What follows belongs to an exercise in optimizing a design on an open flow for small area, a short achievable clock period and few clock cycles per item; a production flow would make more cautious choices. The RTL was checked by simulation tests, not by an equivalence proof against the original design.

// encrypt_out
module encrypt_out (
  input  logic         clk,
  input  logic         rst,
  input  logic         start,
  input  logic [127:0] plain_text,
  input  logic [127:0] key,
  output logic [127:0] encrypt,
  output logic         done,
  output logic         busy
);
  localparam logic [63:0] Q0_T0 = 64'h817D6F320B59ECA4;
  localparam logic [63:0] Q0_T1 = 64'hECB81235F4A6709D;
  localparam logic [63:0] Q0_T2 = 64'hBA5E6D90C8F32471;
  localparam logic [63:0] Q0_T3 = 64'hD7F4126E9B3085CA;
  localparam logic [63:0] Q1_T0 = 64'h28BDF76E31940AC5;
  localparam logic [63:0] Q1_T1 = 64'h1E2B4C376DA5F908;
  localparam logic [63:0] Q1_T2 = 64'h4C75169A0ED82B3F;
  localparam logic [63:0] Q1_T3 = 64'hB951C3DE647F208A;
  function automatic logic [3:0] nib(
    input logic [63:0] t,
    input logic [3:0]  i
  );
    nib = t[{~i, 2'b00} +: 4];
  endfunction
  function automatic logic [7:0] qperm(
    input logic       sel,
    input logic [7:0] x
  );
    logic [63:0] t0, t1, t2, t3;
    logic [3:0]  a0, b0, a1, b1, a2, b2;
    logic [3:0]  a3, b3, a4, b4;
    t0 = sel ? Q1_T0 : Q0_T0;
    t1 = sel ? Q1_T1 : Q0_T1;
    t2 = sel ? Q1_T2 : Q0_T2;
    t3 = sel ? Q1_T3 : Q0_T3;
    a0 = x[7:4];
    b0 = x[3:0];
    a1 = a0 ^ b0;
    b1 = a0 ^ {b0[0], b0[3:1]} ^ {a0[0], 3'b000};
    a2 = nib(t0, a1);
    b2 = nib(t1, b1);
    a3 = a2 ^ b2;
    b3 = a2 ^ {b2[0], b2[3:1]} ^ {a2[0], 3'b000};
    a4 = nib(t2, a3);
    b4 = nib(t3, b3);
    qperm = {b4, a4};
  ...
Size in the first run: ~7800 cells after synthesis, about 390 I/O pins, about 74000 um^2 of cells after synthesis.
Settings: LEC_CHECK=0, CAP_MARGIN=0, CORE_MARGIN=2, CORE_UTILIZATION=40, SLEW_MARGIN=0, SYNTH_HIERARCHICAL=1, SYNTH_MINIMUM_KEEP_SIZE=0; clock period 24.0 ns.
standard.sh (not shown) runs the stock make flow with config.mk's settings and CLKGATE_MAP_FILE= SYNTH_SCRIPT=/design/flow/synth_recipe.tcl, a recipe that flattens the netlist after the stock synthesis.
==> flow/flow/run.sh <==
#!/bin/bash
# The standard ORFS layout (standard.sh), at the design's clock period
# and constraints, with three changes to how it is made:
#  - synthesis does not extract half/full adders into the platform's ha/fa
#    cells (ADDER_MAP_FILE empty), so ABC maps the adders with the rest;
#  - the floorplan step removes the buffers ABC inserted (REMOVE_ABC_BUFFERS)
#    and leaves buffering to the placer's repair steps;
#  - repair_timing aims for 12.5 ns of setup slack (SETUP_SLACK_MARGIN), so it
#    sizes and buffers the round's paths although they already meet 24 ns.
# make's output goes to flow.log here; each ORFS step also keeps its own log
# under orfs/logs/.
set -euo pipefail
cd "$(dirname "$0")/.."
bash standard.sh ADDER_MAP_FILE= REMOVE_ABC_BUFFERS=1 SETUP_SLACK_MARGIN=12.5 finish > flow.log 2>&1
The first run reached the layout checks and failed them: capacitance limit, slew limit.
Testbench counts at the start, summed over its fixed seeds: cycles 6,080, blocks 320.
Next try:
--- a/flow/design.v
+++ b/flow/design.v
@@ -386,36 +386,50 @@
       end else begin
         cnt <= cnt + 5'd1;
         if (last) busy <= 1'b0;
       end
     end
   end
   logic        selr, selw;
   logic [31:0] w0o, w1o, w2o, w3o, s0o, s1o;
   logic [31:0] w0d, w1d, w2d, w3d, s0d, s1d;
   assign selr = rnd && !r15;
   assign selw = wht;
   always_comb begin
-    w0o = busy ? (wht ? x0 : {4{8'h04}}) : {4{8'h02}};
-    w1o = busy ? (wht ? x1 : {4{8'h05}}) : {4{8'h03}};
-    w2o = busy ? w0 : bsw(plain_text[63:32]);
-    w3o = busy ? w1 : bsw(plain_text[31:0]);
+    w0o = w0;
+    w1o = w1;
+    w2o = w2;
+    w3o = w3;
     s0o = s0;
     s1o = s1;
     if (!busy) begin
+      w0o = {4{8'h02}};
+      w1o = {4{8'h03}};
+      w2o = bsw(plain_text[63:32]);
+      w3o = bsw(plain_text[31:0]);
       s0o = bsw(plain_text[127:96]);
       s1o = bsw(plain_text[95:64]);
     end else if (wht) begin
+      w0o = x0;
+      w1o = x1;
       s0o = rs(m0, m1);
       s1o = rs(m2, m3);
+    end else if (r15) begin
+      w0o = {4{8'h04}};
+      w1o = {4{8'h05}};
+      w2o = w0;
+      w3o = w1;
+    end else if (rnd) begin
+      w2o = w0;
+      w3o = w1;
     end
   end
   tf_mux um0 (.sel(selr), .a(n0), .b(w0o), .y(w0d));
   tf_mux um1 (.sel(selr), .a(n1), .b(w1o), .y(w1d));
   tf_mux um2 (.sel(selw), .a(x2), .b(w2o), .y(w2d));
   tf_mux um3 (.sel(selw), .a(x3), .b(w3o), .y(w3d));
   tf_mux um4 (.sel(r15),  .a(n0), .b(s0o), .y(s0d));
   tf_mux um5 (.sel(r15),  .a(n1), .b(s1o), .y(s1d));
   always_ff @(posedge clk) begin
     ka2 <= na2;
     kb2 <= nb2;
     kmq <= !busy || (cnt == 5'd16) || (cnt == 5'd17);
With this change the flow passed the timing, design-rule and antenna checks.
Worst setup slack got worse by 0.055 ns.
Sequential share of layout area goes down by 0.27 points.
Register-to-register slack degrades by 0.05 ns.
Worst hold slack loses 0.0089 ns.
Maximum frequency went down slightly.
Wire length goes up by a few percent.
Synthesized area came out higher slightly.
Non-clock buffer count grows by 16.
Critical path depth falls by 4.
Final cell count went up slightly.
Clock-buffer cell count rises by 9.
Testbench counts after the change, summed over its fixed seeds: cycles 6,080, blocks 320.

-- separate check: timing with driven ports --
The results above use ideal ports. As a check the final layouts listed here were re-extracted and re-timed, cells and wires unchanged.
Step 1 (the two cells are an assumption about what drives the block):
set clk [get_ports {clk}]
set_driving_cell -lib_cell sky130_fd_sc_hd__clkbuf_16 $clk
set_driving_cell -lib_cell sky130_fd_sc_hd__buf_2 [delete_from_list [all_inputs] $clk]
Step 2 moves the port delays by t, midway between the first and last clock arrival at a register: inputs arrive t later, outputs are due t later. That takes back most of the time a late clock gives input paths.
a / b / c = no drivers / after step 1 / after step 2; a / b = the first two.
| run | t, ns | setup slack, ns | worst setup path at the end | pins driven straight from the clock port |
|---|---|---|---|---|
| the first run | 0.783 | 12.719 / 12.719 / 12.719 | register to register | 1 |
| the second run | 0.813 | 12.664 / 12.664 / 12.664 | register to register | 1 |
